From an optimization exercise on the open Yosys and OpenROAD flow, aimed at small area; shortcuts taken in it are not production practice. In this exercise RTL edits were held to simulation tests only and were not proved equivalent to the original.

// stream_convolver
module stream_convolver (
    input  logic           clk_i,
    input  logic           rst_ni,
    input  logic           en_i,
    input  logic [15:0]    data_i,
    input  logic [5:0]     stride_i,
    input  logic [13:0]    matrix_size_i,
    input  logic [143:0]   weights_i,
    output logic [31:0]    conv_o,
    output logic           valid_conv_o,
    output logic           end_conv_o
);
Size in the first run: about 6100 cells after synthesis, ~640 flip-flops, about 220 I/O pins, ~70000 um^2 of cells after synthesis.
export LEC_CHECK = 0
export ABC_AREA = 1
export CAP_MARGIN = 15
export CORE_MARGIN = 2
export CORE_UTILIZATION = 65
export GPL_TIMING_DRIVEN = 0
export SLEW_MARGIN = 15
create_clock -name core_clock -period 10.0 [get_ports {clk_i}]
standard.sh (not shown) runs the stock make flow with config.mk's settings and CLKGATE_MAP_FILE= SYNTH_SCRIPT=/design/flow/synth_recipe.tcl, a recipe that flattens the netlist after the stock synthesis.
==> flow/flow/run.sh <==
#!/bin/bash
# Standard ORFS layout (the standard.sh) with these changes:
#  - Yosys's generic pre-mapping ABC pass is skipped (SYNTH_ARGS=-noabc), so
#    extract_fa finds the design's full adders in their written polarity;
#  - the buffers ABC inserted are removed at floorplan (repair_design adds
#    back what slew and capacitance need);
#  - the port buffers are the smallest buffer cell;
#  - clock tree: smaller clock buffers, no dummy loads.
set -euo pipefail
bash standard.sh \
  SYNTH_ARGS=-noabc \
  REMOVE_ABC_BUFFERS=1 \
  "BUFFER_PORTS_ARGS=-buffer_cell sky130_fd_sc_hd__buf_1" \
  "CTS_ARGS=-sink_clustering_enable -repair_clock_nets -dont_use_dummy_load -sink_buffer_max_cap_derate 0.25 -buf_list {sky130_fd_sc_hd__clkbuf_4 sky130_fd_sc_hd__clkbuf_8}" \
  finish > flow_make.log 2>&1
Rerun with:
--- a/flow/flow/run.sh
+++ b/flow/flow/run.sh
@@ -12,4 +12,4 @@
   REMOVE_ABC_BUFFERS=1 \
   "BUFFER_PORTS_ARGS=-buffer_cell sky130_fd_sc_hd__buf_1" \
-  "CTS_ARGS=-sink_clustering_enable -repair_clock_nets -dont_use_dummy_load -sink_buffer_max_cap_derate 0.25 -buf_list {sky130_fd_sc_hd__clkbuf_4 sky130_fd_sc_hd__clkbuf_8}" \
+  "CTS_ARGS=-sink_clustering_enable -repair_clock_nets -dont_use_dummy_load -buf_list {sky130_fd_sc_hd__clkbuf_4}" \
   finish > flow_make.log 2>&1
- GPL_ROUTABILITY_DRIVEN: unset -> 0
Result: Non-clock buffer count is lower by 1. Routed wire length is lower by a few percent. Worst setup slack improved by 0.088 ns. Core utilization is about the same. Design area stays flat. Synthesized area does not change. Synthesized cell count is unchanged. Cell count stays flat. Sequential share of layout area hardly moves.
Rerun with:
- CAP_MARGIN: 15 -> 20
- CORE_UTILIZATION: 65 -> 80
- GPL_ROUTABILITY_DRIVEN: 0 -> unset
- SLEW_MARGIN: 15 -> 20
Result: With this change the flow ended with an error in 5_1_grt, error GRT-0116. Synthesized cell count is unchanged. Area after synthesis stays the same.
Rerun with:
- CAP_MARGIN: 20 -> 15
- CORE_UTILIZATION: 80 -> 65
- SLEW_MARGIN: 20 -> 15
Outcome:
- The changed run finished with timing, DRC and antenna clean
- synthesized cell count is unchanged
- synthesized area is unchanged
Rerun with:
--- a/flow/flow/run.sh
+++ b/flow/flow/run.sh
@@ -12,4 +12,4 @@
   REMOVE_ABC_BUFFERS=1 \
   "BUFFER_PORTS_ARGS=-buffer_cell sky130_fd_sc_hd__buf_1" \
-  "CTS_ARGS=-sink_clustering_enable -repair_clock_nets -dont_use_dummy_load -buf_list {sky130_fd_sc_hd__clkbuf_4}" \
+  "CTS_ARGS=-sink_clustering_enable -repair_clock_nets -dont_use_dummy_load -sink_buffer_max_cap_derate 0.1 -buf_list {sky130_fd_sc_hd__clkbuf_4 sky130_fd_sc_hd__clkbuf_8}" \
   finish > flow_make.log 2>&1
Synthesized area is unchanged. Routed wire length stays flat. Synthesized cell count does not change. Register-to-register slack gains 0.05 ns. Hold slack loses 0.053 ns. Setup slack gains 0.17 ns. Global-route usage fell by 0.31 points.
Rerun with:
--- a/flow/flow/run.sh
+++ b/flow/flow/run.sh
@@ -12,4 +12,4 @@
   REMOVE_ABC_BUFFERS=1 \
   "BUFFER_PORTS_ARGS=-buffer_cell sky130_fd_sc_hd__buf_1" \
-  "CTS_ARGS=-sink_clustering_enable -repair_clock_nets -dont_use_dummy_load -sink_buffer_max_cap_derate 0.1 -buf_list {sky130_fd_sc_hd__clkbuf_4 sky130_fd_sc_hd__clkbuf_8}" \
+  "CTS_ARGS=-sink_clustering_enable -repair_clock_nets -dont_use_dummy_load -buf_list {sky130_fd_sc_hd__clkbuf_4}" \
   finish > flow_make.log 2>&1
- CAP_MARGIN: 15 -> 20
- CORE_UTILIZATION: 65 -> 70
- SLEW_MARGIN: 15 -> 20
Core utilization is higher by 4.9 points.
Die area went down by 7.1%.
Final cell count goes down by 0.43%.
Non-clock buffer count rises by 7.
Worst hold slack improves by 0.062 ns.
Via count climbs by 3.5%.
Global-route usage climbs by 4.2 points.

-- port drivers added, routing unchanged --
Ports are ideal in the flow. The routed layouts listed here were re-timed in OpenROAD.
Step 1 sets driving cells, clkbuf_16 on the clock port and buf_2 on the other inputs (assumed; they add their load-dependent delay and slew).
Step 2 moves the port delays by t, midway between the first and last clock arrival at a register: inputs arrive t later, outputs are due t later. That takes back most of the time a late clock gives input paths.
a / b / c = ideal / step 1 / step 2; a / b = the first two.
run	shift t [ns]	setup slack, ns	clock arrival spread, ns	cell pins on the clock port's net
the first run	1.103	0.431 / 0.351 / 0.894	0.105 / 0.105	1
the second run	1.114	0.519 / 0.439 / 0.766	0.147 / 0.147	1
the fourth run	1.105	0.406 / 0.324 / 0.893	0.153 / 0.153	1
the fifth run	1.079	0.572 / 0.485 / 0.928	0.168 / 0.169	1
the sixth run	1.130	0.402 / 0.317 / 0.629	0.159 / 0.159	1
After both steps every run listed still meets setup and hold.
